Source: an optimization exercise on an open RTL-to-GDS flow (aim: small area, a short achievable clock period and few clock cycles per item). Production flows keep margins and buffers that such runs may drop.
RTL that was checked went through simulation tests only; none was proved equivalent to the original.
For runs 2 to 4, only the layout was checked, not whether the RTL still works.
Power is estimated from default activity; no workload was simulated.

--- flow/config.mk ---
export PLATFORM = sky130hd
export DESIGN_NAME = message_field_filter_core
export DESIGN_NICKNAME = message_field_filter_core
export VERILOG_FILES = /design/flow/design.v
export SDC_FILE = /design/flow/constraint.sdc
export NUM_CORES = 4
export LEC_CHECK = 0
export CAP_MARGIN = 20
export CORE_MARGIN = 2
export CORE_UTILIZATION = 40
export CTS_CLUSTER_DIAMETER = 80
export CTS_CLUSTER_SIZE = 24
export SLEW_MARGIN = 20
--- flow/constraint.sdc ---
create_clock -name core_clock -period 8.5 [get_ports {clk}]
set_input_delay 1.7000 -clock core_clock [delete_from_list [all_inputs] [get_ports {clk}]]
set_output_delay 1.7000 -clock core_clock [all_outputs]
set_load 0.01 [all_outputs]
--- flow/design.v ---
`timescale 1ns / 1ps
module mff_prefix #(parameter int N = 8)
(
    input  logic [N-1:0] g,
    input  logic [N-1:0] p,
    input  logic         cin,
    output logic [N:0]   c
);
    logic [N-1:0] gg;
    logic [N-1:0] pp;
    always_comb
    begin
        gg = g;
        pp = p;
        gg[0] = g[0] | (p[0] & cin);
        for (int l = 0; (1 << l) < N; l++)
        begin
            for (int i = 0; i < N; i++)
            begin
                if (((i >> l) & 1) == 1)
                begin
                    gg[i] = gg[i] | (pp[i] & gg[((i >> l) << l) - 1]);
                    pp[i] = pp[i] & pp[((i >> l) << l) - 1];
                end
            end
        end
        c = {gg, cin};
    end
endmodule
`timescale 1ns / 1ps
module message_field_filter_core
(
    input  logic        clk,
    input  logic        rst_n,
    input  logic        cfg_we,
    input  logic [2:0]  cfg_index,
    input  logic [63:0] cfg_data,
    input  logic        in_valid,
    output logic        in_stall,
    input  logic [7:0]  data_byte,
    input  logic        last_byte,
    output logic        out_valid,
    input  logic        out_stall,
    output logic        matched,
    output logic [15:0] slice_start,
    output logic [15:0] slice_length,
    output logic [15:0] message_size,
    output logic        size_overflow
);
    logic [1:0]  c_mode;
    logic [15:0] c_req;
    logic [15:0] c_off;
    logic [3:0]  c_cnt;
    logic [63:0] c_tmpl;
    logic [31:0] c_rstart;
    logic [31:0] c_rwidth;
    logic [15:0] c_slice;
    always_ff @(posedge clk)
    begin
        if (cfg_we)
        begin
            case (cfg_index)
                3'd0: c_mode   <= cfg_data[1:0];
                3'd1: c_req    <= cfg_data[15:0];
                3'd2: c_off    <= cfg_data[15:0];
                3'd3: c_cnt    <= cfg_data[3:0];
                3'd4: c_tmpl   <= cfg_data;
                3'd5: c_rstart <= cfg_data[31:0];
                3'd6: c_rwidth <= cfg_data[31:0];
                default: c_slice <= cfg_data[15:0];
            endcase
        end
    end
    logic is_tmpl, is_range, is_slice;
    assign is_tmpl  = (c_mode == 2'd0);
    assign is_range = (c_mode == 2'd1);
    assign is_slice = (c_mode == 2'd2);
    logic [7:0] nmask, mlast;
    always_comb
    begin
        for (int j = 0; j < 8; j++)
        begin
            nmask[j] = c_cnt[3] || (3'(j) < c_cnt[2:0]);
            mlast[j] = is_range ? (j == 3)
                     : c_cnt[3] ? (j == 7)
                     :            (3'(j + 1) == c_cnt[2:0]);
        end
    end
    logic       in_valid_reg;
    logic [7:0] data_reg;
    logic       last_reg;
    logic        inmsg;      
    logic        done;       
    logic [15:0] size;
    logic        full_r;     
    logic        ovf;
    logic        flag;       
    logic        met;        
    logic        teq;        
    logic        b1;         
    logic        b2;         
    logic [8:0]  pos;        
    logic [3:0]  rpos;       
    logic        pos0_n;     
    logic        rpos0_n;    
    logic [8:1]  pos_hi;
    logic [3:1]  rpos_hi;
    logic [9:0]  rt;         
    logic        rt_v;       
    logic        rt_first;   
    logic        o_matched;
    logic [15:0] o_size;
    logic        o_ovf;
    logic [15:0] o_start;
    logic [15:0] o_len;
    logic        stall_r;
    logic push, fire, adv, full;
    assign push     = done && !out_valid;
    assign fire     = in_valid_reg && (!done || push);
    assign full     = inmsg && full_r;
    assign adv      = fire && !full;
    assign in_stall = stall_r;
    logic in_valid_reg_n, done_n, out_valid_n;
    assign in_valid_reg_n = in_valid || stall_r;
    assign done_n         = (fire && last_reg) || (done && !push);
    assign out_valid_n    = push || (out_valid && out_stall);
    always_ff @(posedge clk or negedge rst_n)
    begin
        if (!rst_n)
        begin
            in_valid_reg <= 1'b0;
            done         <= 1'b0;
            out_valid    <= 1'b0;
            stall_r      <= 1'b0;
        end
        else
        begin
            in_valid_reg <= in_valid_reg_n;
            done         <= done_n;
            out_valid    <= out_valid_n;
            stall_r      <= in_valid_reg_n && done_n && out_valid_n;
        end
    end
    always_ff @(posedge clk)
    begin
        if (!stall_r)
        begin
            data_reg <= data_byte;
            last_reg <= last_byte;
        end
    end
    logic [15:0] size_inc;
    logic [15:0] cnt_next;
    logic [16:0] inc_c;
    mff_prefix #(.N(16)) u_inc (
        .g   (16'd0),
        .p   (size),
        .cin (1'b1),
        .c   (inc_c)
    );
    assign size_inc = size ^ inc_c[15:0];
    assign cnt_next = inmsg ? size_inc : 16'd1;
    logic [15:0] size_nx;
    logic [16:0] ek, ex, ec;
    logic        eq_off, eq_sum, eq_t;
    assign size_nx = adv ? cnt_next : size;
    assign eq_off  = (size_nx == c_off);
    assign ek      = {1'b0, size_nx};
    assign ex      = {1'b0, c_off ^ c_slice} ^ ek;
    assign ec      = {(c_off & c_slice) | ((c_off ^ c_slice) & ~size_nx), 1'b0};
    assign eq_sum  = (ex == ec);
    always_ff @(posedge clk)
        eq_t <= is_slice ? eq_sum : eq_off;
    logic t_zero;
    always_ff @(posedge clk)
        t_zero <= (c_off == 16'd0) && (!is_slice || c_slice == 16'd0);
    logic flag_cur, met_cur, teq_cur, win;
    assign pos  = {pos_hi, !pos0_n};
    assign rpos = {rpos_hi, !rpos0_n};
    assign flag_cur = inmsg ? (flag || eq_t) : t_zero;
    assign met_cur  = inmsg && met;
    assign teq_cur  = !inmsg || teq;
    assign win      = flag_cur && !pos[8];
    logic        t_win, r_win;
    logic [7:0]  t_byte, rs_byte, rw_byte;
    always_comb
    begin
        t_byte  = '0;
        for (int j = 0; j < 8; j++)
            t_byte = t_byte | ({8{pos[j]}} & c_tmpl[8*j +: 8]);
    end
    logic [3:0] rpos_n;
    logic       r_shift, r_start;
    logic [7:0] rs_nxt, rw_nxt;
    assign r_shift = adv && win && is_range;
    assign r_start = !inmsg || (fire && last_reg);
    assign rpos_n  = (fire && last_reg) ? 4'b0001
                   : r_shift            ? {rpos[2:0], 1'b0}
                   :                      rpos;
    always_comb
    begin
        rs_nxt = '0;
        rw_nxt = '0;
        for (int j = 0; j < 3; j++)
        begin
            rs_nxt = rs_nxt | ({8{rpos[j]}} & c_rstart[8*(j+1) +: 8]);
            rw_nxt = rw_nxt | ({8{rpos[j]}} & c_rwidth[8*(j+1) +: 8]);
        end
    end
    always_ff @(posedge clk)
    begin
        if (r_shift && !last_reg)
        begin
            rs_byte <= rs_nxt;
            rw_byte <= rw_nxt;
        end
        else if (r_start)
        begin
            rs_byte <= c_rstart[7:0];
            rw_byte <= c_rwidth[7:0];
        end
    end
    assign t_win = is_tmpl && win && (|(pos[7:0] & nmask));
    assign r_win = is_range && win && (|rpos);
    logic       b1_in, b1_new;
    logic [8:0] c1;
    assign b1_in = !rpos[0] && b1;
    mff_prefix #(.N(8)) u_b1 (
        .g   (data_reg & ~rs_byte),
        .p   (data_reg | ~rs_byte),
        .cin (!b1_in),
        .c   (c1)
    );
    assign b1_new = !c1[8];
    logic [7:0] s3, k3;
    logic [8:0] y3;
    logic [8:0] c3;
    logic [9:0] u3;
    assign s3 = data_reg ^ ~rs_byte ^ ~rw_byte;
    assign k3 = (data_reg & ~rs_byte) | (data_reg & ~rw_byte) | (~rs_byte & ~rw_byte);
    assign y3 = {k3, !b1_in};
    mff_prefix #(.N(8)) u_b2 (
        .g   (s3 & y3[7:0]),
        .p   (s3 | y3[7:0]),
        .cin (1'b1),
        .c   (c3)
    );
    assign u3 = {y3[8] & c3[8], y3[8] ^ c3[8], s3 ^ y3[7:0] ^ c3[7:0]};
    logic [9:0] rx;
    logic       b2_new;
    assign rx     = {rt[9:8] + {1'b0, b1}, rt[7:0]};
    assign b2_new = rx[9] || ((rx == 10'd0) && !rt_first && b2);
    assign b2_eff = rt_v ? b2_new : b2;
    always_ff @(posedge clk)
    begin
        rt       <= {!u3[9], u3[8:0]};
        rt_first <= rpos[0];
        rt_v     <= adv && r_win;
        if (rt_v)
            b2 <= b2_new;
    end
    always_ff @(posedge clk or negedge rst_n)
    begin
        if (!rst_n)
        begin
            inmsg <= 1'b0;
            pos0_n  <= 1'b0;
            pos_hi  <= '0;
            rpos0_n <= 1'b0;
            rpos_hi <= '0;
        end
        else
        begin
            rpos0_n <= !rpos_n[0];
            rpos_hi <= rpos_n[3:1];
            if (fire)
                inmsg <= !last_reg;
            if (fire && last_reg)
            begin
                pos0_n  <= 1'b0;
                pos_hi  <= '0;
            end
            else if (adv && win)
            begin
                pos0_n <= 1'b1;
                pos_hi <= pos[7:0];
            end
        end
    end
    always_ff @(posedge clk)
    begin
        if (fire && full)
            ovf <= 1'b1;
        if (adv)
        begin
            size   <= cnt_next;
            full_r <= inmsg && (&size[15:1]) && !size[0];
            ovf    <= inmsg && ovf;
            flag   <= flag_cur;
            met    <= met_cur || (win && (|(pos[7:0] & mlast)));
            teq    <= teq_cur && !(t_win && (t_byte != data_reg));
            if (r_win)
                b1 <= b1_new;
        end
    end
    logic ok_len, ok_mode, b2_eff, flag_end;
    assign flag_end = flag || eq_t;
    assign ok_len = (c_req == 16'd0) || (size == c_req);
    always_comb
    begin
        case (c_mode)
            2'd0:    ok_mode = teq && ((c_cnt == 4'd0) ? flag_end : met);
            2'd1:    ok_mode = b2_eff && met;
            2'd2:    ok_mode = flag_end;
            default: ok_mode = 1'b0;
        endcase
    end
    always_ff @(posedge clk)
    begin
        if (push)
        begin
            o_matched <= !ovf && ok_len && ok_mode;
            o_size    <= size;
            o_ovf     <= ovf;
            o_len     <= is_slice ? c_slice : size;
        end
    end
    always_ff @(posedge clk)
        o_start <= is_slice ? c_off : 16'd0;
    assign matched       = o_matched;
    assign message_size  = o_size;
    assign size_overflow = o_ovf;
    assign slice_start   = o_start;
    assign slice_length  = o_len;
endmodule
--- flow/flow/run.sh ---
#!/bin/bash
set -euo pipefail
export BUFFER_PORTS_ARGS="-buffer_cell sky130_fd_sc_hd__buf_2"
export SETUP_SLACK_MARGIN=5.8
bash standard.sh > flow_make.log 2>&1
--- flow/standard.sh ---
#!/bin/bash
# synth_recipe.tcl (not shown) runs the flow's synth.tcl, then flattens the netlist and writes it again
# the make line also repeats each setting of config.mk as NAME=value (left out here)
make -C /OpenROAD-flow-scripts/flow DESIGN_CONFIG=/design/flow/config.mk WORK_HOME=/design/flow/orfs CLKGATE_MAP_FILE= SYNTH_SCRIPT=/design/flow/synth_recipe.tcl "${@:-finish}"
==> summary.txt, run 1 <==
Run status
  – Run status: complete, no violations

Placed design
  – Dpl hpwl: 22.8 mm
  – Placed cells: 1442
  – Final GP Congestion: 0.852
  – Port bufs: 132

Synthesis
  – Compound-Gate Fraction of Synth Area: 8.42%
  – Mux contribution to synthesized area: 1.59%
  – Synth Area in Adders: 7.26%
  – FFs w/ async S/R, synth: 5.77%
  – Mean area per synthesized cell: 14.7 um2
  – Ys Warns: 3
  – Synth top area share: 56.5%
  – Synth unique cells: 75
  – Yosys reg bits: 312
  – Synth top area cells: edfxtp_1, dfxtp_1, fa_1
  – Post-synthesis cell area: 0.0131 mm2
  – Sequential share of the synthesized area: 67.1%
  – Synthesized net count: 1037
  – Cell taking the most area after synthesis: edfxtp_1
  – Largest family of logic cells by synthesized area: compound AO/OA/AOI/OAI gates
  – Simple-gate share of the synthesized area: 7.93%
  – Post-synthesis xor/xnor area fraction: 4.13%
  – EDFF count, synth: 247
  – Main synth FF type: edfxtp_1
  – Cells after Synth: 896

Worst setup path
  – Worst Setup End Kind: flop
  – Worst EP required: 8.96 ns
  – Crit path max fanout: 7
  – Worst Path Arrival: 3.37 ns
  – Critical path class: reg -> reg
  – CP Launch Type: flop

Power
  – Leak: 5.71 nW
  – Pwr dens: 252 mW/mm2
  – Worst VDD drop: 129 uV
  – Tot Pwr: 3.84 mW

Route
  – Post-route ant nets: 0
  – WL/cell: 21.3 um
  – DR WL met2: 14.1 mm
  – Vias: 7840
  – Top sig layer: met4
  – Vias per cell: 5.21
  – Drt first-iter violations: 850
  – DRC: 0
  – Initial DRT Pass Iterations: 7
  – Wire length on met3: 2.27 mm
  – Metal-1 WL: 15.2 mm
  – WL final: 32.0 mm

Global route
  – Global-route wire length before repair: 47.7 mm
  – Largest net degree at the start of global routing: 65
  – Total gr overflow: 0
  – Initial antenna violation count: 0
  – Gr usage total: 18.8%
  – Vias in the first global route: 7602

Hold path
  – Type of the most critical hold path: reg -> reg

STA
  – Skew final: 0.0184 ns
  – Tightest Pin Transition: 1.05 ns
  – Unrepaired setup endpoints after global routing: yes
  – Final Slew Violations: 0
  – Final TNS setup: 0 ns
  – Worst Hold Margin: 0.515 ns
  – Final setup violation count: 0
  – Clock period minus worst slack: 2.90 ns
  – Endpoints failing hold: 0
  – Fin crit share: 34.2%
  – Slew HR: 29.7%
  – FMAX: 344 MHz

Layout
  – Max reg flops: 64
  – Area growth syn-to-layout: 16.1%
  – Biggest register: c_tmpl
  – Final core occ: 47.0%
  – Layout cell share with drive strength beyond 1: 26.1%
  – Antenna cells: 0
  – Largest registers: c_tmpl: 64 flops, c_rstart: 32 flops, c_rwidth: 32 flops
  – Fin nets: 1191
  – Final cell count without fillers: 1504

Clock tree
  – Worst-Skew Late Latency: 0.52 ns
  – CTS tree: done
  – Clock-pin slew on the worst setup and hold paths: 0.09 ns
  – CTS Sinks: 312
  – Maximum clock path buffer count: 3
  – Clock Root Buffer: clkbuf_16
  – Num CTS Buffers: 19
  – H-tree depth: 1

Floorplanning
  – Core area: 0.0325 mm2
  – Die height: 185 um
  – Die area: 0.0343 mm2
  – Top Ports: 133
  – Initial core utilization: 40.5%
  – Row Count: 66
  – Die X: 185 um

Job
  – Count of maximum capacitance violations: 0
[cell type report]
class,instances,area (um2)
Timing Repair Buffer,169,968
Clock buffer,25,498
Multi-Input combinational cell,480,4010
Tap cell,442,553
Inverter,68,258
Clock inverter,8,111
Sequential cell,312,8850
Fill cell,2825,17200
[cells by family (layout without fill, tap and decap cells)]
family | after synthesis | in the layout
AO/OA/AOI/OAI | 148 | 148
adder cells (fa/ha/maj) | 60 | 60
AND/OR/NAND/NOR | 191 | 191
XOR/XNOR | 62 | 62
buffers and inverters | 104 | 270
multiplexers | 19 | 19
flip-flops | 312 | 312
[placed cells by master (no fill, tap or decap), types with 5 or more instances in the layout]
cell type	netlist	layout
edfxtp_1	247	247
buf_2	6	129
inv_1	65	62
xor2_1	39	38
nor2_1	45	37
buf_4	2	35
a22oi_1	33	33
dfxtp_1	47	32
ha_1	33	31
a21oi_1	29	26
fa_1	27	25
nand2_1	27	23
xnor2_1	23	23
and2_1	21	21
nor4_1	21	21
nand4_1	20	20
clkbuf_16	1	19
a222oi_1	16	16
dfrtp_1	18	16
mux2_2	15	15
a22o_1	13	13
nor3_1	14	12
o21ai_0	12	12
dfxtp_4	0	8
nand3_1	7	7
dfxtp_2	0	7
clkbuf_1	21	6
nor2_4	0	5
o21a_1	5	5
[metrics by stage]
step,worst slack (ns),area [um2]
after CTS,5.58,15100
after floorplan,4.76,13200
after detailed placement,5.03,14300
after global routing,5.47,15300
after global placement,5.13,14300
final,5.60,15300
[synth_stat cells, drive strengths merged (3+ instances only)]
cell type  count
nand3          7
nor3          14
o21bai         3
a22o          13
and3           5
a22oi         33
nor3b          3
mux2          15
o21a           5
and2          22
nand2b         3
ha            33
xnor2         23
dfrtp         18
nor2b          6
inv           66
edfxtp       247
dfxtp         47
a222oi        16
nor2          46
mux2i          4
nand4b         4
o21ai         14
or4            5
clkbuf        26
nand4         21
nor4          21
xor2          39
fa            27
a211oi         3
a21oi         30
buf           10
or2            3
nand2         27
a21boi         4
[repair_timing]
item                       CTS  global route
gates resized for setup     44            22
hold buffers                 0             0
setup endpoints to repair   39            52
setup buffers               25             4
hold endpoints to repair     0             0
gates cloned                 0             0
pin swaps                   15            13
[report_power, final]
part | internal (mW) | switching, mW | total, mW
logic | 0.392 | 0.512 | 0.904
clock network | 0.466 | 0.514 | 0.980
registers | 1.85 | 0.106 | 1.96
[layer usage]
metal / vias up / global-route usage, %
li1: 3635 / -
met1: 3893 / 29.0
met2: 289 / 27.8
met3: 23 / 3.38
met4: 0 / 3.62
met5: - / 0
[path summary, 6_finish.rpt]
path                            startpoint      endpoint  cells after the start  slack (ns)
worst max-delay path             out_valid          eq_t                     10        5.60
worst min-delay path            rpos_hi[3]    rpos_hi[3]                      1        0.52
worst max register to register   out_valid          eq_t                     10        5.60
worst min register to register  rpos_hi[3]    rpos_hi[3]                      1        0.52
max in group asynchronous            rst_n         inmsg                      1        7.08
min in group asynchronous            rst_n  in_valid_reg                      1        1.11
[critical path: stages (launching register included)]
cell and delay, ns:
dfrtp_2 0.43, a21bo_4 0.25, inv_4 0.08, nand2_2 0.11, or4_1 0.54, and2_1 0.22
fa_1 0.38, xnor2_1 0.14, or4_1 0.48, nor3_2 0.12, a41o_1 0.11
Testbench counts, summed over its fixed seeds: cycles 31,637, items 2,400.
==> run 2, diff against run 1 <==
--- a/flow/design.v
+++ b/flow/design.v
@@ -165,3 +165,3 @@
     logic        eq_off, eq_sum, eq_t;
-    assign size_nx = adv ? cnt_next : size;
+    assign size_nx = cnt_next;
     assign eq_off  = (size_nx == c_off);
@@ -172,3 +172,4 @@
     always_ff @(posedge clk)
-        eq_t <= is_slice ? eq_sum : eq_off;
+        if (adv)
+            eq_t <= is_slice ? eq_sum : eq_off;
     logic t_zero;
==> summary.txt, run 2 <==
STA
  – Endpoints failing hold: 0 (unchanged)
  – Clock period minus worst slack: 2.86 ns (-0.0391 ns)
  – Final setup violation count: 0 (unchanged)
  – Unrepaired setup endpoints after global routing: yes
  – Worst Hold Margin: 0.520 ns (+0.00462 ns)
  – Final TNS setup: 0 ns (unchanged)
  – Slew HR: 34.7% (+5.1 points)
  – Fin crit share: 33.7% (-0.46 points)
  – Final Slew Violations: 0 (unchanged)
  – Tightest Pin Transition: 0.977 ns (-0.0759 ns)
  – Skew final: 0.0228 ns (+0.00438 ns)
  – FMAX: 349 MHz (+1.4%)

Global route
  – Initial antenna violation count: 0 (unchanged)
  – Total gr overflow: 0 (unchanged)
  – Largest net degree at the start of global routing: 65 (unchanged)
  – Gr usage total: 18.7% (-0.15 points)
  – Vias in the first global route: 8025 (+5.6%)
  – Global-route wire length before repair: 49.9 mm (+4.6%)

Hold path
  – Type of the most critical hold path: reg -> reg
  – Hold Startpoint: rpos_hi[3]
  – Hold endpoint: rpos_hi[3]
  – Hold Crit Depth: 1 (unchanged)

Synthesis
  – EDFF count, synth: 264 (+6.9%)
  – Main synth FF type: edfxtp_1
  – Synth unique cells: 67 (-11%)
  – FFs w/ async S/R, synth: 5.77% (unchanged)
  – Synthesized net count: 1034 (-0.29%)
  – Most frequent cell after synthesis: edfxtp_1
  – Cells after Synth: 893 (-0.33%)
  – Ys Warns: 3 (unchanged)
  – Commonest cells in the synthesized netlist: edfxtp_1, inv_1, xor2_1
  – Mean area per synthesized cell: 15.0 um2 (+2.1%)
  – Yosys reg bits: 312 (unchanged)
  – Post-synthesis cell area: 0.0134 mm2 (+1.8%)
  – Synth top area cells: edfxtp_1, dfxtp_1, fa_1
  – Synth top area share: 59.3% (+2.8 points)
  – Sequential share of the synthesized area: 67.1% (+0.093 points)
  – Cell taking the most area after synthesis: edfxtp_1

Clock tree
  – Clock Root Buffer: clkbuf_16
  – Clock-pin slew on the worst setup and hold paths: 0.09 ns (about the same)
  – CTS Sinks: 312 (unchanged)
  – CTS tree: done
  – Maximum clock path buffer count: 3 (unchanged)
  – Num CTS Buffers: 18 (-1)
  – Cts hold-fix bufs: 0 (unchanged)
  – H-tree depth: 1 (unchanged)
  – Worst-Skew Late Latency: 0.52 ns (about the same)

Worst setup path
  – CP Launch Type: flop
  – CP delay by family, top: buffers and inverters
  – Worst Setup End Kind: flop
  – Worst EP required: 8.82 ns (-0.14 ns)
  – Flop2flop setup slack: 5.64 ns (+0.04 ns)
  – Crit path max fanout: 5 (-2)
  – Crit-path cells: and4_4, nand4_1, buf_4, buf_4, buf_4, buf_4, buf_4, buf_4, buf_4, buf_4, buf_4, buf_4, buf_4, nor4_2
  – Reg-to-Reg Start: size[2]
  – Max incr delay on CP: 0.46 ns (-0.08 ns)
  – Worst Path Arrival: 3.18 ns (-0.19 ns)
  – Worst-case reg-to-reg path depth: 14 (+4)
  – CP bufs+invs: 11 (+10)
  – Top cell by count, worst path: buf_4
  – Critical path class: reg -> reg
  – Worst r2r dst: full_r
  – Critical-path top delay cell: edfxtp_1

Placed design
  – Final GP Congestion: 0.888 (+4.2%)
  – Port bufs: 132 (unchanged)
  – Dpl hpwl: 22.9 mm (+0.52%)

Route
  – Initial DRT Pass Iterations: 8 (+1)
  – Vias: 8240 (+5.1%)
  – DRC: 0 (unchanged)
  – Vias per cell: 5.35 (+2.6%)
  – Post-route ant nets: 0 (unchanged)
  – Drt first-iter violations: 855 (+0.59%)
  – WL final: 33.2 mm (+3.7%)
  – WL/cell: 21.5 um (+1.2%)

Floorplanning
  – Top Ports: 133 (unchanged)
  – Die X: 187 um (+0.87%)
  – Row Count: 66 (unchanged)
  – Initial core utilization: 40.9% (+0.41 points)
  – Die area: 0.0349 mm2 (+1.8%)
  – Core area: 0.0327 mm2 (+0.76%)
  – Die height: 187 um (+0.87%)

Layout
  – Layout cell share with drive strength beyond 1: 28.6% (+2.5 points)
  – Area growth syn-to-layout: 18.8%
  – Max reg flops: 64 (unchanged)
  – Fin nets: 1228 (+3.1%)
  – Most frequent cells in the layout: edfxtp_1, buf_2, inv_1
  – Largest registers: c_tmpl: 64 flops, c_rstart: 32 flops, c_rwidth: 32 flops
  – Antenna cells: 0 (unchanged)
  – Commonest non-fill, non-tap cell in the layout: edfxtp_1
  – Biggest register: c_tmpl

Power
  – Pwr dens: 267 mW/mm2 (+5.8%)
  – Leak: 5.92 nW (+3.7%)
  – Worst VDD drop: 137 uV (+6.1%)

Run status
  – Run status: complete, no violations

Job
  – Count of maximum capacitance violations: 0 (unchanged)
[run 2: cell types whose count changed in the layout (fill, tap and decap cells not counted), moves of 15 or more]
| cell | delta |
|---|---|
| a22oi_1 | -17 |
| buf_4 | +37 |
| edfxtp_1 | +17 |
| inv_1 | +15 |
| nor2_1 | -22 |
[run 2: power by group]
group | total, mW | switching, mW | internal, mW
clock network | 0.928 | 0.493 | 0.435
registers | 2.06 | 0.150 | 1.91
logic | 1.25 | 0.683 | 0.563
[run 2: metrics by stage]
step / setup WS, ns / cell area, um2 / total power [mW] / std cells / utilization (%)
after floorplan: 4.76 / 13500 / 2.77 / 893 / -
after global placement: 5.38 / 14600 / 3.10 / 1439 / 44.6
after detailed placement: 5.26 / 14600 / 3.12 / 1439 / 44.6
after CTS: 5.68 / 15800 / 4.22 / 1533 / 48.3
after global routing: 5.56 / 15900 / 4.45 / 1541 / 48.6
final: 5.64 / 15900 / 4.24 / 1541 / 48.6
[run 2: worst max-delay path by stage]
stage / from / to / cells past startpoint
after global routing: size[4] / full_r / 14
after detailed placement: out_valid / rs_byte[3] / 6
final: size[2] / full_r / 14
after global placement: out_valid / rs_byte[6] / 6
after floorplan: cfg_we / c_tmpl[0] / 2
after CTS: o_size[4] / message_size[4] / 1
[run 2: logic make-up (layout without fill, tap and decap cells)]
family / Yosys count / after routing / share of synthesized area [%]
buffers and inverters: 116 / 320 / 3.47
xor gates and xnor gates: 53 / 53 / 3.47
AOI/OAI and AO/OA: 142 / 143 / 8.44
muxes: 36 / 36 / 2.90
and+or+nand+nor: 174 / 175 / 7.44
adders and majority gates: 60 / 60 / 7.13
DFF: 312 / 312 / 67.1
[run 2: cell type report]
type | instances | area, um2
clock inverters | 6 | 56.3
well taps | 442 | 553
repair buffers | 207 | 1250
flip-flops and latches | 312 | 8990
clock buffers | 26 | 512
inverters | 81 | 308
multi-input cells | 467 | 4220
fillers | 2835 | 16800
[run 2: layer usage]
layer,vias up,global-route usage (%),wire (um),part of all wire (%)
met4,0,3.85,580,1.7
met2,362,28.3,14900,45
li1,3753,-,-,-
met3,45,2.95,2620,7.9
met1,4080,28.5,15000,45
met5,-,0,0,0
[run 2: what timing repair did]
action / 4_1_cts / 5_1_grt
setup buffers: 61 / 7
gates cloned: 1 / 1
gates resized for setup: 33 / 12
endpoints found under the setup margin: 64 / 75
pin swaps: 21 / 11
==> run 3, diff against run 2 <==
--- a/flow/design.v
+++ b/flow/design.v
@@ -107,5 +107,2 @@
     logic [3:1]  rpos_hi;
-    logic [9:0]  rt;         
-    logic        rt_v;       
-    logic        rt_first;   
     logic        o_matched;
@@ -225,5 +222,6 @@
     assign r_win = is_range && win && (|rpos);
-    logic       b1_in, b1_new;
+    logic       b1_in, b2_in, b1_new, b2_new;
     logic [8:0] c1;
     assign b1_in = !rpos[0] && b1;
+    assign b2_in = !rpos[0] && b2;
     mff_prefix #(.N(8)) u_b1 (
@@ -238,3 +236,2 @@
     logic [8:0] c3;
-    logic [9:0] u3;
     assign s3 = data_reg ^ ~rs_byte ^ ~rw_byte;
@@ -245,19 +242,13 @@
         .p   (s3 | y3[7:0]),
-        .cin (1'b1),
+        .cin (!b2_in),
         .c   (c3)
     );
-    assign u3 = {y3[8] & c3[8], y3[8] ^ c3[8], s3 ^ y3[7:0] ^ c3[7:0]};
-    logic [9:0] rx;
-    logic       b2_new;
-    assign rx     = {rt[9:8] + {1'b0, b1}, rt[7:0]};
-    assign b2_new = rx[9] || ((rx == 10'd0) && !rt_first && b2);
-    assign b2_eff = rt_v ? b2_new : b2;
+    assign b2_new = b1_new ? !(y3[8] | c3[8]) : !(y3[8] & c3[8]);
+    assign b2_eff = b2;
     always_ff @(posedge clk)
-    begin
-        rt       <= {!u3[9], u3[8:0]};
-        rt_first <= rpos[0];
-        rt_v     <= adv && r_win;
-        if (rt_v)
+        if (adv && r_win)
+        begin
+            b1 <= b1_new;
             b2 <= b2_new;
-    end
+        end
     always_ff @(posedge clk or negedge rst_n)
@@ -302,4 +293,2 @@
             teq    <= teq_cur && !(t_win && (t_byte != data_reg));
-            if (r_win)
-                b1 <= b1_new;
         end
==> summary.txt, run 3 <==
Run status
  – Run status: complete, no violations

Route
  – DRC: 0 (unchanged)
  – Wire length on met3: 2.22 mm (-15%)
  – Post-route ant nets: 0 (unchanged)
  – Drt first-iter violations: 895 (+4.7%)
  – Vias: 7877 (-4.4%)
  – Vias per cell: 5.48 (+2.5%)
  – Initial DRT Pass Iterations: 5 (-3)
  – Metal-1 WL: 14.6 mm (-3.2%)
  – WL final: 30.9 mm (-7.0%)
  – DR WL met2: 13.7 mm (-8.1%)
  – WL/cell: 21.5 um (-0.26%)
  – Top sig layer: met4

Synthesis
  – FFs w/ async S/R, synth: 6.00% (+0.23 points)
  – Ys Warns: 3 (unchanged)
  – Synthesized net count: 991 (-4.2%)
  – Synth top area share: 61.7% (+2.4 points)
  – Main synth FF type: edfxtp_1
  – Synth unique cells: 71 (+6.0%)
  – Most frequent cell after synthesis: edfxtp_1
  – Synth top area cells: edfxtp_1, fa_1, dfrtp_1
  – Mean area per synthesized cell: 14.9 um2 (-0.69%)
  – Yosys reg bits: 300 (-3.8%)
  – Cells after Synth: 868 (-2.8%)
  – Post-synthesis cell area: 0.0129 mm2 (-3.5%)
  – Cell taking the most area after synthesis: edfxtp_1
  – Commonest cells in the synthesized netlist: edfxtp_1, inv_1, nand2_1
  – Sequential share of the synthesized area: 67.8% (+0.63 points)
  – EDFF count, synth: 265 (+0.38%)

Clock tree
  – Maximum clock path buffer count: 3 (unchanged)
  – H-tree depth: 1 (unchanged)
  – CTS tree: done
  – CTS Sinks: 300 (-3.8%)
  – Worst-Skew Late Latency: 0.51 ns (about the same)
  – Clock-pin slew on the worst setup and hold paths: 0.09 ns (about the same)
  – Num CTS Buffers: 18 (unchanged)
  – Clock Root Buffer: clkbuf_16
  – Cts hold-fix bufs: 0 (unchanged)

Floorplanning
  – Top Ports: 133 (unchanged)
  – Row Count: 65 (-1.5%)
  – Initial core utilization: 40.8% (-0.091 points)
  – Die height: 184 um (-1.7%)
  – Die area: 0.0337 mm2 (-3.4%)
  – Core area: 0.0316 mm2 (-3.3%)
  – Die X: 184 um (-1.7%)

Worst setup path
  – Worst Setup End Kind: flop
  – CP delay by family, top: simple AND/OR/NAND/NOR gates
  – Worst Path Arrival: 3.26 ns (+0.08 ns)
  – CP bufs+invs: 0 (-11)
  – Top cell by count, worst path: xor2_1
  – Max incr delay on CP: 0.58 ns (+0.12 ns)
  – Crit-path cells: ha_4, nand3_4, or4_4, xor2_1, nand2b_4, fa_1, xor2_1, nand4_1, nor4_1, nand3_1, o41ai_2
  – Critical path class: reg -> reg
  – Crit path max fanout: 5 (unchanged)
  – Worst EP required: 8.82 ns (about the same)
  – Critical-path top delay cell: or4_4
  – CP Launch Type: flop

Power
  – Leak: 5.44 nW (-8.2%)
  – Pwr dens: 262 mW/mm2 (-1.8%)
  – Worst VDD drop: 149 uV (+8.9%)
  – Tot Pwr: 3.91 mW (-7.6%)

STA
  – Final setup violation count: 0 (unchanged)
  – Unrepaired setup endpoints after global routing: yes
  – Final Slew Violations: 0 (unchanged)
  – Worst Slack Setup Final: 5.57 ns (-0.0687 ns)
  – Fin crit share: 34.5% (+0.81 points)
  – FMAX: 341 MHz (-2.3%)
  – Final TNS setup: 0 ns (unchanged)
  – Skew final: 0.0187 ns (-0.00412 ns)
  – Worst Hold Margin: 0.523 ns (+0.00307 ns)
  – Endpoints failing hold: 0 (unchanged)
  – Tightest Pin Transition: 0.975 ns (-0.00177 ns)
  – Slew HR: 34.8% (+0.12 points)
  – Clock period minus worst slack: 2.93 ns (+0.0687 ns)

Layout
  – Most frequent cells in the layout: edfxtp_1, buf_2, inv_1
  – Area growth syn-to-layout: 15.8%
  – Fin nets: 1146 (-6.7%)
  – Biggest register: c_tmpl
  – Largest registers: c_tmpl: 64 flops, c_rstart: 32 flops, c_rwidth: 32 flops
  – Post-route cell area: 0.0149 mm2 (-5.9%)
  – Final cell count without fillers: 1437 (-6.7%)
  – Final core occ: 47.3% (-1.3 points)
  – Layout cell share with drive strength beyond 1: 25.2% (-3.4 points)
  – Max reg flops: 64 (unchanged)
  – Commonest non-fill, non-tap cell in the layout: edfxtp_1
  – Antenna cells: 0 (unchanged)
  – Fillcell total: 2742 (-3.3%)

Placed design
  – Placed cells: 1369 (-4.9%)
  – Dpl hpwl: 22.0 mm (-3.8%)
  – Placed Area: 0.0140 mm2 (-4.2%)
  – Port bufs: 132 (unchanged)
  – Pre-CTS setup slack: 5.19 ns (-0.0787 ns)
  – Final GP Congestion: 0.870 (-2.0%)

Global route
  – Initial antenna violation count: 0 (unchanged)
  – Global-route wire length before repair: 46.5 mm (-6.8%)
  – Gr usage total: 18.4% (-0.27 points)
  – Vias in the first global route: 7605 (-5.2%)
  – Total gr overflow: 0 (unchanged)
  – Largest net degree at the start of global routing: 65 (unchanged)

Hold path
  – Type of the most critical hold path: reg -> reg

Job
  – Count of maximum capacitance violations: 0 (unchanged)
==> run 3: cell types whose count changed after synthesis, sizes merged, moves of 15 or more <==
cell,previous run,this run
inv,79,59
o21ai,10,29
o31ai,1,17
ha,33,18
==> run 3: path summary, 6_finish.rpt <==
path,startpoint,to,slack (ns),cells after the start
max,size[1],eq_t,5.57,11
min,rpos_hi[3],rpos_hi[3],0.52,1
max reg2reg,size[1],eq_t,5.57,11
min reg2reg,rpos_hi[3],rpos_hi[3],0.52,1
max in group asynchronous,rst_n,pos_hi[5],7.02,1
min in group asynchronous,rst_n,pos_hi[4],1.12,1
==> run 3: logic make-up (layout without fill, tap and decap cells) <==
group / after synthesis / after routing / share of synthesized area (%)
AO/OA/AOI/OAI: 166 / 167 / 9.43
multiplexers: 21 / 21 / 1.82
XOR/XNOR: 48 / 48 / 3.26
buffers and inverters: 101 / 266 / 3.65
flip-flops: 300 / 300 / 67.8
adder cells (fa/ha/maj): 45 / 45 / 5.70
AND/OR/NAND/NOR: 187 / 188 / 8.36
==> run 3: area by class of cell <==
| type | instances | area (um2) | share of cell area [%] |
|---|---|---|---|
| inverter | 60 | 225 | 1.51 |
| multi-input combinational | 469 | 3870 | 25.9 |
| sequential | 300 | 8760 | 58.6 |
| tap | 402 | 503 | 3.36 |
| clock buffer | 26 | 523 | 3.50 |
| clock inverter | 6 | 72.6 | 0.485 |
| timing repair buffer | 174 | 1000 | 6.70 |
==> run 3: repair_timing <==
action                                  4_1_cts  5_1_grt
endpoints found under the setup margin       80       59
pin swaps                                     1        0
gates resized for setup                      11       13
buffers inserted                             30        4
cloned                                        2        0
==> run 3: where the power goes <==
| group | switching [mW] | internal, mW |
|---|---|---|
| combinational | 0.584 | 0.430 |
| sequential | 0.142 | 1.82 |
| clock | 0.484 | 0.449 |
| total | 1.21 | 2.70 |
==> run 3: per-layer routing <==
metal | up-vias | global-route usage, %
li1 | 3621 | -
met5 | - | 0
met1 | 3910 | 28.8
met3 | 27 | 2.50
met4 | 0 | 3.20
met2 | 319 | 27.6
==> run 4, diff against run 3 <==
==> flow/flow/run.sh (replaced) <==
#!/bin/bash
set -euo pipefail
export BUFFER_PORTS_ARGS="-buffer_cell sky130_fd_sc_hd__buf_2"
export SETUP_SLACK_MARGIN=5.4
bash standard.sh > flow_make.log 2>&1
==> summary.txt, run 4 <==
Worst setup path
  – Critical-path top delay cell: fa_1
  – Worst-case reg-to-reg path depth: 11 (unchanged)
  – Top cell by count, worst path: nand4_1
  – CP Launch Type: flop
  – Crit path max fanout: 4 (-1)
  – Worst Setup End Kind: flop
  – Crit-path cells: buf_4, ha_2, nand4_1, or4_4, and2_1, fa_1, xor2_1, nand4_1, nor4_2, nand3_1, o41ai_2
  – Worst Path Arrival: 3.32 ns (+0.06 ns)
  – Critical path class: reg -> reg
  – Max incr delay on CP: 0.50 ns (-0.08 ns)
  – Worst EP required: 8.83 ns (about the same)

Placed design
  – Dpl hpwl: 21.8 mm (-0.84%)
  – Port bufs: 132 (unchanged)
  – Placed cells: 1371 (+0.15%)
  – Final GP Congestion: 0.903 (+3.7%)

Floorplanning
  – Die area: 0.0337 mm2 (unchanged)
  – Die X: 184 um (unchanged)
  – Core area: 0.0316 mm2 (unchanged)
  – Row Count: 65 (unchanged)
  – Initial core utilization: 40.8% (unchanged)
  – Die height: 184 um (unchanged)
  – Top Ports: 133 (unchanged)

Synthesis
  – Synth unique cells: 71 (unchanged)
  – FFs w/ async S/R, synth: 6.00% (unchanged)
  – Post-synthesis cell area: 0.0129 mm2 (unchanged)
  – Most frequent cell after synthesis: edfxtp_1
  – Synth top area share: 61.7% (unchanged)
  – Cell taking the most area after synthesis: edfxtp_1
  – Cells after Synth: 868 (unchanged)
  – Yosys reg bits: 300 (unchanged)
  – Mean area per synthesized cell: 14.9 um2 (unchanged)
  – EDFF count, synth: 265 (unchanged)
  – Ys Warns: 3 (unchanged)
  – Commonest cells in the synthesized netlist: edfxtp_1, inv_1, nand2_1
  – Synth top area cells: edfxtp_1, fa_1, dfrtp_1
  – Sequential share of the synthesized area: 67.8% (unchanged)
  – Synthesized net count: 991 (unchanged)
  – Main synth FF type: edfxtp_1

STA
  – Endpoints failing hold: 0 (unchanged)
  – Fin crit share: 35.1% (+0.60 points)
  – Final TNS setup: 0 ns (unchanged)
  – Unrepaired setup endpoints after global routing: no
  – Clock period minus worst slack: 2.98 ns (+0.0512 ns)
  – Final setup violation count: 0 (unchanged)
  – FMAX: 335 MHz (-1.7%)
  – Tightest Pin Transition: 0.986 ns (+0.0112 ns)
  – Final Slew Violations: 0 (unchanged)
  – Slew HR: 34.1% (-0.75 points)
  – Skew final: 0.0160 ns (-0.00266 ns)

Route
  – Drt first-iter violations: 882 (-1.5%)
  – DRC: 0 (unchanged)
  – WL/cell: 21.4 um (-0.49%)
  – Initial DRT Pass Iterations: 7 (+2)
  – Vias per cell: 5.48 (about the same)
  – Post-route ant nets: 0 (unchanged)
  – Vias: 7857 (-0.25%)
  – WL final: 30.6 mm (-0.70%)

Run status
  – Run status: complete, no violations

Layout
  – Antenna cells: 0 (unchanged)
  – Largest registers: c_tmpl: 64 flops, c_rstart: 32 flops, c_rwidth: 32 flops
  – Area growth syn-to-layout: 15.3%
  – Fin nets: 1144 (-0.17%)
  – Most frequent cells in the layout: edfxtp_1, buf_2, inv_1
  – Final cell count without fillers: 1434 (-0.21%)
  – Commonest non-fill, non-tap cell in the layout: edfxtp_1
  – Max reg flops: 64 (unchanged)
  – Layout cell share with drive strength beyond 1: 24.5% (-0.70 points)
  – Biggest register: c_tmpl
  – Final core occ: 47.0% (-0.21 points)

Clock tree
  – Maximum clock path buffer count: 3 (unchanged)
  – H-tree depth: 1 (unchanged)
  – Clock-pin slew on the worst setup and hold paths: 0.09 ns (about the same)
  – Clock Root Buffer: clkbuf_16
  – CTS Sinks: 300 (unchanged)
  – Worst-Skew Late Latency: 0.52 ns (about the same)
  – Num CTS Buffers: 18 (unchanged)
  – CTS tree: done
  – Cts hold-fix bufs: 0 (unchanged)

Global route
  – Vias in the first global route: 7509 (-1.3%)
  – Initial antenna violation count: 0 (unchanged)
  – Gr usage total: 18.2% (-0.18 points)
  – Global-route wire length before repair: 46.2 mm (-0.58%)
  – Total gr overflow: 0 (unchanged)
  – Largest net degree at the start of global routing: 65 (unchanged)

Power
  – Tot Pwr: 3.91 mW (-0.15%)
  – Pwr dens: 263 mW/mm2 (+0.31%)
  – Leak: 5.41 nW (-0.48%)
  – Worst VDD drop: 116 uV (-22%)

Hold path
  – Type of the most critical hold path: reg -> reg
  – Hold Crit Depth: 1 (unchanged)

Job
  – Count of maximum capacitance violations: 0 (unchanged)
## run 4: cell counts after synthesis
No cell type changed its count.
## run 4: layout make-up
| type | instances | area [um2] |
|---|---|---|
| fillers | 2734 | 16800 |
| flip-flops and latches | 300 | 8750 |
| multi-input cells | 468 | 3830 |
| repair buffers | 173 | 972 |
| clock buffers | 26 | 533 |
| well taps | 402 | 503 |
| inverters | 60 | 225 |
| clock inverters | 5 | 63.8 |
## run 4: cell families after synthesis
family	synth area share (%)
compound gates	9.43
xor+xnor	3.26
fa+ha+maj	5.70
buf+inv	3.65
flops	67.8
mux	1.82
simple gates	8.36
## run 4: power by group
group          switching (mW)  total [mW]  internal, mW
registers               0.148        1.97          1.82
logic                   0.568       0.981         0.413
clock network           0.496       0.954         0.458
total                    1.21        3.91          2.70
## run 4: worst paths after layout
check,from,endpoint,slack (ns)
max,size[1],eq_t,5.52
min,rpos_hi[3],rpos_hi[3],0.53
max reg2reg,size[1],eq_t,5.52
min reg2reg,rpos_hi[3],rpos_hi[3],0.53
max in group asynchronous,rst_n,out_valid,7.02
min in group asynchronous,rst_n,pos_hi[3],1.12
## run 4: critical path: cells and delay by family (launching register included)
kind,cells,cell delay (ns)
DFF,1,0.47
and+or+nand+nor,6,1.22
AOI/OAI and AO/OA,1,0.06
adders and majority gates,2,0.72
xor gates and xnor gates,1,0.17
buffers and inverters,1,0.15
## run 4: timing repair
item,CTS,global route
pin swaps,0,2
cloned,1,0
setup buffers,12,19
resized for setup,2,13
setup endpoints to repair,33,1
## run 4: per-layer routing
layer | up-vias | wire [um] | global-route usage, %
met3 | 43 | 2550 | 2.52
met2 | 344 | 12900 | 26.0
met5 | - | 0 | 0
li1 | 3613 | - | -
met4 | 0 | 788 | 5.22
met1 | 3857 | 14400 | 28.8
## run 4: stage by stage
stage / hold slack, ns / worst slack (ns) / area (um2)
floorplan: 0.428 / 4.76 / 13000
global placement: 0.499 / 5.28 / 14000
detailed placement: 0.502 / 5.14 / 14000
CTS: 0.526 / 5.40 / 14700
global route: 0.559 / 5.38 / 14900
finish: 0.531 / 5.52 / 14900
==> run 5, diff against run 4 <==
--- a/flow/design.v
+++ b/flow/design.v
@@ -159,11 +159,12 @@
     assign cnt_next = inmsg ? size_inc : 16'd1;
-    logic [15:0] size_nx;
-    logic [16:0] ek, ex, ec;
+    logic [16:0] ncnt, oa, sa, sb, ssum, scar;
     logic        eq_off, eq_sum, eq_t;
-    assign size_nx = cnt_next;
-    assign eq_off  = (size_nx == c_off);
-    assign ek      = {1'b0, size_nx};
-    assign ex      = {1'b0, c_off ^ c_slice} ^ ek;
-    assign ec      = {(c_off & c_slice) | ((c_off ^ c_slice) & ~size_nx), 1'b0};
-    assign eq_sum  = (ex == ec);
+    assign ncnt   = ~{1'b0, (inmsg ? size : 16'd0)};
+    assign oa     = {1'b0, c_off};
+    assign eq_off = ((oa ^ ncnt) == {(oa[15:0] | ncnt[15:0]), 1'b0});
+    assign sa     = {1'b0, c_slice};
+    assign ssum   = oa ^ sa ^ ncnt;
+    assign scar   = {(oa[15:0] & sa[15:0]) | (oa[15:0] & ncnt[15:0]) | (sa[15:0] & ncnt[15:0]), 1'b0};
+    assign sb     = {(ssum[15:0] | scar[15:0]), 1'b0};
+    assign eq_sum = ((ssum ^ scar) == sb);
     always_ff @(posedge clk)
==> flow/flow/run.sh (replaced) <==
#!/bin/bash
set -euo pipefail
export BUFFER_PORTS_ARGS="-buffer_cell sky130_fd_sc_hd__buf_2"
export SETUP_SLACK_MARGIN=5.7
bash standard.sh > flow_make.log 2>&1
--- a/flow/config.mk
+++ b/flow/config.mk
@@ -10,4 +10,4 @@
 export CORE_UTILIZATION = 40
-export CTS_CLUSTER_DIAMETER = 80
-export CTS_CLUSTER_SIZE = 24
+export CTS_CLUSTER_DIAMETER = 60
+export CTS_CLUSTER_SIZE = 30
 export SLEW_MARGIN = 20
==> summary.txt, run 5 <==
Run status
  – Run status: complete, no violations

Synthesis
  – Synth top area cells: edfxtp_1, ha_1, fa_1
  – Sequential share of the synthesized area: 66.1% (-1.7 points)
  – Mux contribution to synthesized area: 2.66% (+0.83 points)
  – Ys Warns: 3 (unchanged)
  – Post-synthesis xor/xnor area fraction: 3.77% (+0.51 points)
  – FFs w/ async S/R, synth: 6.00% (unchanged)
  – Synth unique cells: 60 (-15%)
  – Cells after Synth: 898 (+3.5%)
  – Most frequent cell after synthesis: edfxtp_1
  – Mean area per synthesized cell: 14.7 um2 (-0.89%)
  – Synthesized net count: 1054 (+6.4%)
  – Main synth FF type: edfxtp_1
  – Compound-Gate Fraction of Synth Area: 7.48% (-2.0 points)
  – Commonest cells in the synthesized netlist: edfxtp_1, inv_1, ha_1
  – Post-synthesis cell area: 0.0132 mm2 (+2.5%)
  – Simple-gate share of the synthesized area: 7.15% (-1.2 points)
  – Yosys reg bits: 300 (unchanged)
  – Synth top area share: 60.1% (-1.5 points)
  – Cell taking the most area after synthesis: edfxtp_1
  – Largest family of logic cells by synthesized area: adder cells
  – EDFF count, synth: 265 (unchanged)
  – Synth Area in Adders: 8.60% (+2.9 points)

Clock tree
  – CTS tree: done
  – CTS Sinks: 300 (unchanged)
  – Worst-Skew Late Latency: 0.56 ns (+0.04 ns)
  – H-tree depth: 1 (unchanged)
  – Clock Root Buffer: clkbuf_16
  – Num CTS Buffers: 27 (+9)
  – Clock-pin slew on the worst setup and hold paths: 0.07 ns (-0.02 ns)
  – Maximum clock path buffer count: 3 (unchanged)

Route
  – Drt first-iter violations: 702 (-20%)
  – Vias per cell: 5.20 (-5.1%)
  – WL final: 31.6 mm (+3.0%)
  – WL/cell: 20.9 um (-2.1%)
  – DRC: 0 (unchanged)
  – Vias: 7845 (-0.15%)
  – Post-route ant nets: 0 (unchanged)
  – Initial DRT Pass Iterations: 5 (-2)

Placed design
  – Dpl hpwl: 22.6 mm (+3.6%)
  – Placed Area: 0.0144 mm2 (+3.4%)
  – Port bufs: 132 (unchanged)
  – Pre-CTS setup slack: 5.36 ns (+0.219 ns)
  – Placed cells: 1452 (+5.9%)
  – Final GP Congestion: 0.863 (-4.4%)

Worst setup path
  – CP bufs+invs: 1 (unchanged)
  – Crit. path cell count: 1 (-10)
  – Worst Setup End Kind: output pin
  – Crit-path cells: buf_6
  – Worst Path Arrival: 1.10 ns (-2.22 ns)
  – Worst-case reg-to-reg path depth: 6 (-5)
  – CP delay by family, top: flip-flops
  – Crit path max fanout: 3 (-1)
  – Critical-path top delay cell: dfrtp_1
  – CP Launch Type: flop
  – Worst EP required: 6.80 ns (-2.03 ns)
  – Max incr delay on CP: 0.41 ns (-0.09 ns)
  – Critical path class: reg -> out

Layout
  – Commonest non-fill, non-tap cell in the layout: edfxtp_1
  – Area growth syn-to-layout: 17.0%
  – Final cell count without fillers: 1509 (+5.2%)
  – Layout cell share with drive strength beyond 1: 22.6% (-1.9 points)
  – Final core occ: 47.6% (+0.55 points)
  – Fin nets: 1202 (+5.1%)
  – Post-route cell area: 0.0155 mm2 (+4.1%)
  – Largest registers: c_tmpl: 64 flops, c_rstart: 32 flops, c_rwidth: 32 flops
  – Antenna cells: 0 (unchanged)
  – Biggest register: c_tmpl
  – Max reg flops: 64 (unchanged)
  – Most frequent cells in the layout: edfxtp_1, buf_2, inv_1

STA
  – Unrepaired setup endpoints after global routing: yes
  – Fin crit share: 32.9% (-2.2 points)
  – FMAX: 357 MHz (+6.6%)
  – Final TNS setup: 0 ns (unchanged)
  – Final setup violation count: 0 (unchanged)
  – Endpoints failing hold: 0 (unchanged)
  – Clock period minus worst slack: 2.80 ns (-0.185 ns)
  – Final Slew Violations: 0 (unchanged)
  – Tightest Pin Transition: 0.973 ns (-0.0133 ns)
  – Worst Hold Margin: 0.531 ns (-0.000293 ns)
  – Slew HR: 35.0% (+0.89 points)
  – Skew final: 0.0265 ns (+0.0104 ns)
  – Worst Slack Setup Final: 5.70 ns (+0.185 ns)

Floorplanning
  – Top Ports: 133 (unchanged)
  – Die height: 186 um (+1.2%)
  – Die X: 186 um (+1.2%)
  – Initial core utilization: 40.7% (-0.12 points)
  – Row Count: 66 (+1.5%)
  – Core area: 0.0325 mm2 (+2.8%)
  – Die area: 0.0346 mm2 (+2.5%)

Power
  – Pwr dens: 276 mW/mm2 (+4.9%)
  – Leak: 6.03 nW (+11%)
  – Tot Pwr: 4.27 mW (+9.2%)
  – Worst VDD drop: 147 uV (+27%)

Hold path
  – Type of the most critical hold path: reg -> reg
  – Hold Crit Depth: 1 (unchanged)

Global route
  – Largest net degree at the start of global routing: 65 (unchanged)
  – Global-route wire length before repair: 46.9 mm (+1.4%)
  – Total gr overflow: 0 (unchanged)
  – Vias in the first global route: 7608 (+1.3%)
  – Gr usage total: 18.4% (+0.21 points)
  – Initial antenna violation count: 0 (unchanged)

Job
  – Count of maximum capacitance violations: 0 (unchanged)
## run 5: where the power goes
part | internal [mW] | total, mW | switching (mW) | leakage [nW]
clock network | 0.670 | 1.28 | 0.613 | 0.465
logic | 0.419 | 0.975 | 0.555 | 2.73
registers | 1.83 | 2.01 | 0.183 | 2.84
total | 2.92 | 4.27 | 1.35 | 6.03
## run 5: worst paths after layout
check                           from  slack [ns]         to
setup reg to reg           pos_hi[3]        5.87        teq
min in group asynchronous      rst_n        1.08  pos_hi[2]
setup / recovery             stall_r        5.70   in_stall
hold / removal               rpos0_n        0.53    rpos0_n
hold reg to reg              rpos0_n        0.53    rpos0_n
max in group asynchronous      rst_n        7.07  out_valid
## run 5: per-layer routing
metal | vias to the layer above | wire (um) | track usage [%] | share of wire, %
li1 | 3645 | - | - | -
met1 | 3882 | 15300 | 29.2 | 49
met2 | 279 | 13700 | 26.5 | 44
met3 | 39 | 1850 | 2.31 | 5.9
met4 | 0 | 636 | 4.72 | 2.0
met5 | - | 0 | 0 | 0
## run 5: final cells by class
type | instances | area, um2
multi-input cells | 459 | 4020
fillers | 2875 | 17100
flip-flops and latches | 300 | 8750
clock inverters | 22 | 254
well taps | 442 | 553
repair buffers | 146 | 790
clock buffers | 28 | 701
inverters | 112 | 420
## run 5: cell families (layout without fill, tap and decap cells)
kind of cell,Yosys count,after routing
DFF,300,300
and+or+nand+nor,172,172
buffers and inverters,140,308
AOI/OAI and AO/OA,119,120
adders and majority gates,77,77
xor gates and xnor gates,57,57
muxes,33,33
## run 5: what timing repair did
action / in CTS / in global routing
hold buffers: 0 / 0
gates cloned: 1 / 0
setup endpoints to repair: 20 / 17
gates resized for setup: 3 / 3
hold endpoints to repair: 0 / 0
buffers inserted: 2 / 4
Testbench counts of run 5, summed over its fixed seeds: cycles 31,637, items 2,400.
==> run 6, diff against run 5 <==
==> flow/flow/run.sh (replaced) <==
#!/bin/bash
set -euo pipefail
export BUFFER_PORTS_ARGS="-buffer_cell sky130_fd_sc_hd__buf_2"
export SETUP_SLACK_MARGIN=5.8
bash standard.sh > flow_make.log 2>&1
--- a/flow/config.mk
+++ b/flow/config.mk
@@ -10,4 +10,4 @@
 export CORE_UTILIZATION = 40
-export CTS_CLUSTER_DIAMETER = 60
-export CTS_CLUSTER_SIZE = 30
+export CTS_CLUSTER_DIAMETER = 80
+export CTS_CLUSTER_SIZE = 24
 export SLEW_MARGIN = 20
==> summary.txt, run 6 <==
Worst setup path
  – Max incr delay on CP: 0.40 ns (about the same)
  – CP endpoint: in_stall
  – Worst r2r dst: teq
  – Crit path max fanout: 3 (unchanged)
  – Crit-path cells: buf_2
  – Worst EP required: 6.80 ns (about the same)
  – Crit. path cell count: 1 (unchanged)
  – Reg-to-Reg Start: pos_hi[6]
  – CP Launch Type: flop
  – Worst Setup End Kind: output pin
  – Critical-path top delay cell: dfrtp_1
  – Flop2flop setup slack: 5.91 ns (+0.04 ns)
  – Worst Path Arrival: 1.06 ns (-0.04 ns)
  – Critical Path Start: stall_r
  – CP delay by family, top: flip-flops
  – CP bufs+invs: 1 (unchanged)
  – Worst-case reg-to-reg path depth: 6 (unchanged)
  – Critical path class: reg -> out

Global route
  – Global-route wire length before repair: 46.3 mm (-1.2%)
  – Vias in the first global route: 7416 (-2.5%)
  – Gr usage total: 18.2% (-0.21 points)
  – Total gr overflow: 0 (unchanged)
  – Initial antenna violation count: 0 (unchanged)
  – Largest net degree at the start of global routing: 65 (unchanged)

Placed design
  – Port bufs: 132 (unchanged)
  – Dpl hpwl: 22.3 mm (-1.3%)
  – Placed Area: 0.0144 mm2 (about the same)
  – Final GP Congestion: 0.826 (-4.3%)

Floorplanning
  – Top Ports: 133 (unchanged)
  – Row Count: 66 (unchanged)
  – Die area: 0.0346 mm2 (unchanged)
  – Die height: 186 um (unchanged)
  – Core area: 0.0325 mm2 (unchanged)
  – Initial core utilization: 40.7% (unchanged)
  – Die X: 186 um (unchanged)

Layout
  – Area growth syn-to-layout: 14.2%
  – Fin nets: 1192 (-0.83%)
  – Commonest non-fill, non-tap cell in the layout: edfxtp_1
  – Post-route cell area: 0.0151 mm2 (-2.4%)
  – Final core occ: 46.4% (-1.1 points)
  – Biggest register: c_tmpl
  – Most frequent cells in the layout: edfxtp_1, buf_2, inv_1
  – Fillcell total: 2912 (+1.3%)
  – Layout cell share with drive strength beyond 1: 21.3% (-1.3 points)
  – Antenna cells: 0 (unchanged)
  – Largest registers: c_tmpl: 64 flops, c_rstart: 32 flops, c_rwidth: 32 flops
  – Max reg flops: 64 (unchanged)

Route
  – WL/cell: 20.9 um (about the same)
  – Post-route ant nets: 0 (unchanged)
  – WL final: 31.2 mm (-1.3%)
  – DR WL met2: 13.8 mm (+0.21%)
  – Initial DRT Pass Iterations: 7 (+2)
  – Wire length on met3: 2.05 mm (+11%)
  – Top sig layer: met4
  – Drt first-iter violations: 766 (+9.1%)
  – Vias per cell: 5.23 (+0.56%)
  – Metal-1 WL: 14.9 mm (-2.9%)
  – Vias: 7784 (-0.78%)
  – DRC: 0 (unchanged)

Power
  – Internal: 2.67 mW (-8.4%)
  – Combinational power share: 25.3% (+2.5 points)
  – Leak: 5.83 nW (-3.4%)
  – NetSw: 1.21 mW (-11%)
  – Sequential group share of total power: 51.6% (+4.5 points)
  – Clock share of power: 23.1% (-7.0 points)
  – Switching portion of total power: 31.2% (-0.50 points)
  – Pwr dens: 257 mW/mm2 (-6.8%)
  – Worst VDD drop: 131 uV (-11%)
  – Tot Pwr: 3.88 mW (-9.1%)

Synthesis
  – Commonest cells in the synthesized netlist: edfxtp_1, inv_1, ha_1
  – Synth top area share: 60.1% (unchanged)
  – Synth unique cells: 60 (unchanged)
  – Synthesized net count: 1054 (unchanged)
  – Main synth FF type: edfxtp_1
  – Sequential share of the synthesized area: 66.1% (unchanged)
  – Ys Warns: 3 (unchanged)
  – Yosys reg bits: 300 (unchanged)
  – FFs w/ async S/R, synth: 6.00% (unchanged)
  – Cell taking the most area after synthesis: edfxtp_1
  – Cells after Synth: 898 (unchanged)
  – Synth top area cells: edfxtp_1, ha_1, fa_1
  – Post-synthesis cell area: 0.0132 mm2 (unchanged)
  – Most frequent cell after synthesis: edfxtp_1
  – EDFF count, synth: 265 (unchanged)
  – Mean area per synthesized cell: 14.7 um2 (unchanged)

STA
  – Final Slew Violations: 0 (unchanged)
  – Tightest Pin Transition: 0.958 ns (-0.0146 ns)
  – FMAX: 362 MHz (+1.3%)
  – Final setup violation count: 0 (unchanged)
  – Unrepaired setup endpoints after global routing: yes
  – Fin crit share: 32.5% (-0.42 points)
  – Clock period minus worst slack: 2.76 ns (-0.0354 ns)
  – Slew HR: 36.0% (+0.97 points)
  – Endpoints failing hold: 0 (unchanged)
  – Skew final: 0.0221 ns (-0.00434 ns)
  – Final TNS setup: 0 ns (unchanged)

Clock tree
  – CTS Sinks: 300 (unchanged)
  – Worst-Skew Late Latency: 0.52 ns (-0.04 ns)
  – H-tree depth: 1 (unchanged)
  – Clock-pin slew on the worst setup and hold paths: 0.09 ns (+0.02 ns)
  – Maximum clock path buffer count: 3 (unchanged)
  – Clock Root Buffer: clkbuf_16
  – CTS tree: done
  – Num CTS Buffers: 17 (-37%)

Run status
  – Run status: complete, no violations

Job
  – Count of maximum capacitance violations: 0 (unchanged)

Hold path
  – Type of the most critical hold path: reg -> reg
## run 6: layout make-up
class	count	area, um2	share of cell area, %
Inverter	112	420	2.78
Tap cell	442	553	3.66
Multi-Input combinational cell	460	4050	26.8
Clock buffer	23	458	3.03
Timing Repair Buffer	145	796	5.27
Clock inverter	7	78.8	0.522
Sequential cell	300	8750	57.9
## run 6: worst min path at each step
stage                           from         end  slack (ns)  depth (start not counted)
after detailed placement  rpos_hi[3]  rpos_hi[3]        0.50                          1
after global routing         rpos0_n     rpos0_n        0.55                          1
after floorplan             size[12]  o_size[12]        0.42                          0
after global placement    rpos_hi[3]  rpos_hi[3]        0.48                          1
after CTS                 rpos_hi[3]  rpos_hi[3]        0.52                          1
final                     rpos_hi[3]  rpos_hi[3]        0.52                          1
## run 6: through the flow
stage                     hold slack, ns  setup WS (ns)  instances
final                              0.523           5.74       1489
after global routing               0.549           5.70       1489
after CTS                          0.520           5.72       1483
after detailed placement           0.499           5.22       1451
after global placement             0.484           5.38       1451
after floorplan                    0.424           4.76        898
## run 6: routing by layer
metal / up-vias / global-route usage [%]
met5: - / 0
met4: 0 / 3.53
met3: 31 / 3.13
met2: 254 / 26.7
met1: 3900 / 28.4
li1: 3599 / -
## run 6: logic make-up after synthesis
| kind of cell | after synthesis | synth area share, % |
|---|---|---|
| flops | 300 | 66.1 |
| simple gates | 172 | 7.15 |
| buf+inv | 140 | 4.24 |
| compound gates | 119 | 7.48 |
| fa+ha+maj | 77 | 8.60 |
| xor+xnor | 57 | 3.77 |
| mux | 33 | 2.66 |
## run 6: repair_timing
item,4_1_cts,5_1_grt
gates cloned,1,1
endpoints found under the setup margin,56,85
resized for setup,2,13
setup buffers,1,5
pin swaps,0,1
hold buffers,0,0
hold endpoints to repair,0,0
## run 6: power by group through the flow
| stage | combinational, mW | clock (mW) | sequential [mW] |
|---|---|---|---|
| floorplan | 0.666 | 0 | 1.98 |
| global placement | 0.920 | 0 | 2.04 |
| detailed placement | 0.936 | 0 | 2.04 |
| CTS | 0.959 | 0.920 | 2.01 |
| global route | 1.11 | 0.972 | 2.03 |
| finish | 0.980 | 0.896 | 2.00 |
==> run 7, diff against run 6 <==
--- a/flow/design.v
+++ b/flow/design.v
@@ -183,3 +183,3 @@
     logic        t_win, r_win;
-    logic [7:0]  t_byte, rs_byte, rw_byte;
+    logic [7:0]  t_byte, nrs_byte, nrw_byte;    
     always_comb
@@ -212,4 +212,4 @@
         begin
-            rs_byte <= rs_nxt;
-            rw_byte <= rw_nxt;
+            nrs_byte <= ~rs_nxt;
+            nrw_byte <= ~rw_nxt;
         end
@@ -217,4 +217,4 @@
         begin
-            rs_byte <= c_rstart[7:0];
-            rw_byte <= c_rwidth[7:0];
+            nrs_byte <= ~c_rstart[7:0];
+            nrw_byte <= ~c_rwidth[7:0];
         end
@@ -228,4 +228,4 @@
     mff_prefix #(.N(8)) u_b1 (
-        .g   (data_reg & ~rs_byte),
-        .p   (data_reg | ~rs_byte),
+        .g   (data_reg & nrs_byte),
+        .p   (data_reg | nrs_byte),
         .cin (!b1_in),
@@ -237,4 +237,4 @@
     logic [8:0] c3;
-    assign s3 = data_reg ^ ~rs_byte ^ ~rw_byte;
-    assign k3 = (data_reg & ~rs_byte) | (data_reg & ~rw_byte) | (~rs_byte & ~rw_byte);
+    assign s3 = data_reg ^ nrs_byte ^ nrw_byte;
+    assign k3 = (data_reg & nrs_byte) | (data_reg & nrw_byte) | (nrs_byte & nrw_byte);
     assign y3 = {k3, !b1_in};
==> summary.txt, run 7 <==
Layout
  – Largest registers: c_tmpl: 64 flops, c_rstart: 32 flops, c_rwidth: 32 flops
  – Area growth syn-to-layout: 14.7%
  – Final cell count without fillers: 1490 (+0.067%)
  – Fin nets: 1192 (unchanged)
  – Most frequent cells in the layout: edfxtp_1, buf_2, inv_1
  – Biggest register: c_tmpl
  – Commonest non-fill, non-tap cell in the layout: edfxtp_1

STA
  – Final TNS setup: 0 ns (unchanged)
  – Endpoints failing hold: 0 (unchanged)
  – Final Slew Violations: 0 (unchanged)
  – Slew HR: 39.0% (+3.1 points)
  – Worst Slack Setup Final: 5.73 ns (-0.00694 ns)
  – Tightest Pin Transition: 0.913 ns (-0.0459 ns)
  – Clock period minus worst slack: 2.77 ns (+0.00694 ns)
  – Unrepaired setup endpoints after global routing: yes
  – Final setup violation count: 0 (unchanged)
  – FMAX: 361 MHz (-0.25%)
  – Skew final: 0.0260 ns (+0.00384 ns)

Clock tree
  – Cts hold-fix bufs: 0 (unchanged)
  – CTS Sinks: 300 (unchanged)
  – Num CTS Buffers: 19 (+2)
  – CTS tree: done
  – H-tree depth: 1 (unchanged)
  – Clock Root Buffer: clkbuf_16
  – Worst-Skew Late Latency: 0.53 ns (about the same)
  – Maximum clock path buffer count: 3 (unchanged)

Placed design
  – Pre-CTS setup slack: 5.37 ns (+0.150 ns)
  – Dpl hpwl: 21.8 mm (-2.4%)
  – Placed cells: 1448 (-0.21%)
  – Final GP Congestion: 0.886 (+7.2%)

Global route
  – Vias in the first global route: 7422 (+0.081%)
  – Initial antenna violation count: 1 (+1)
  – Largest net degree at the start of global routing: 65 (unchanged)
  – Gr usage total: 18.2% (-0.045 points)

Run status
  – Run status: complete, no violations

Route
  – Post-route ant nets: 0 (unchanged)
  – Wire length on met3: 2.22 mm (+8.1%)
  – WL final: 30.7 mm (-1.4%)
  – Vias per cell: 5.20 (-0.58%)
  – Initial DRT Pass Iterations: 6 (-1)
  – WL/cell: 20.6 um (-1.4%)
  – Drt first-iter violations: 749 (-2.2%)
  – DR WL met2: 13.5 mm (-2.2%)
  – DRC: 0 (unchanged)

Job
  – Count of maximum capacitance violations: 0 (unchanged)

Synthesis
  – Mean area per synthesized cell: 14.8 um2 (+0.29%)
  – Yosys reg bits: 300 (unchanged)
  – Cells after Synth: 893 (-0.56%)
  – Most frequent cell after synthesis: edfxtp_1
  – Synth top area cells: edfxtp_1, ha_1, fa_1
  – Sequential share of the synthesized area: 66.3% (+0.18 points)
  – Main synth FF type: edfxtp_1
  – Ys Warns: 3 (unchanged)
  – FFs w/ async S/R, synth: 6.00% (unchanged)
  – Commonest cells in the synthesized netlist: edfxtp_1, inv_1, ha_1
  – EDFF count, synth: 265 (unchanged)

Power
  – Pwr dens: 257 mW/mm2 (+0.20%)

Worst setup path
  – Crit path max fanout: 3 (unchanged)
  – CP delay by family, top: flip-flops
  – CP Launch Type: flop
  – Worst Setup End Kind: output pin
  – Worst Path Arrival: 1.07 ns (about the same)
  – Critical path class: reg -> out
  – Worst EP required: 6.80 ns (about the same)
  – Crit-path cells: buf_6

Floorplanning
  – Die area: 0.0345 mm2 (-0.26%)
  – Row Count: 66 (unchanged)
  – Top Ports: 133 (unchanged)
  – Initial core utilization: 40.6% (-0.11 points)
  – Die X: 186 um (-0.13%)
  – Die height: 186 um (-0.13%)
==> run 7: area by class of cell <==
type                    instances  area (um2)
fillers                      2914       17400
flip-flops and latches        300        8760
multi-input cells             457        4000
repair buffers                148         813
well taps                     442         553
clock buffers                  26         502
inverters                     110         413
clock inverters                 7         101
==> run 7: cells by family after synthesis <==
logic type	synth area share, %
xor+xnor	3.72
flops	66.3
buf+inv	4.08
fa+ha+maj	8.63
simple gates	7.38
compound gates	7.11
mux	2.82
==> run 7: final timing paths <==
kind                            startpoint          to  slack (ns)  depth (start not counted)
worst max-delay path             out_valid   out_valid        5.73                          1
worst min-delay path            rpos_hi[3]  rpos_hi[3]        0.52                          1
worst max register to register   pos_hi[3]         teq        5.90                          6
worst min register to register  rpos_hi[3]  rpos_hi[3]        0.52                          1
max in group asynchronous            rst_n   out_valid        7.07                          1
min in group asynchronous            rst_n  rpos_hi[1]        1.10                          1
==> run 7: metrics by stage <==
step	instance area, um2	total power [mW]	utilization, %
floorplan	13300	2.60	-
global placement	14400	2.92	44.3
detailed placement	14400	2.93	44.3
CTS	15100	3.90	46.3
global route	15100	4.11	46.5
finish	15100	3.90	46.5
==> run 7: what timing repair did <==
| action | in CTS | in global routing |
|---|---|---|
| buffers inserted | 2 | 6 |
| gates cloned | 1 | 0 |
| resized for setup | 1 | 13 |
| endpoints found under the setup margin | 53 | 58 |
==> run 7: where the power goes <==
group / total (mW) / switching [mW] / internal, mW
registers: 2.01 / 0.182 / 1.82
logic: 0.927 / 0.513 / 0.414
clock network: 0.962 / 0.520 / 0.442
==> run 7: routing by layer <==
layer	up-vias	GRT usage (%)
met1	3848	28.2
met2	286	26.6
met5	-	0
li1	3570	-
met3	38	3.13
met4	2	3.78
Testbench counts of run 7, summed over its fixed seeds: cycles 31,637, items 2,400.

Setup slack of run 7, layout unchanged: 5.729 ns with ideal ports, 5.675 ns with driving cells assumed (clock clkbuf_16, inputs buf_2), 5.384 ns with port delays also shifted by the 0.571 ns mid clock arrival.
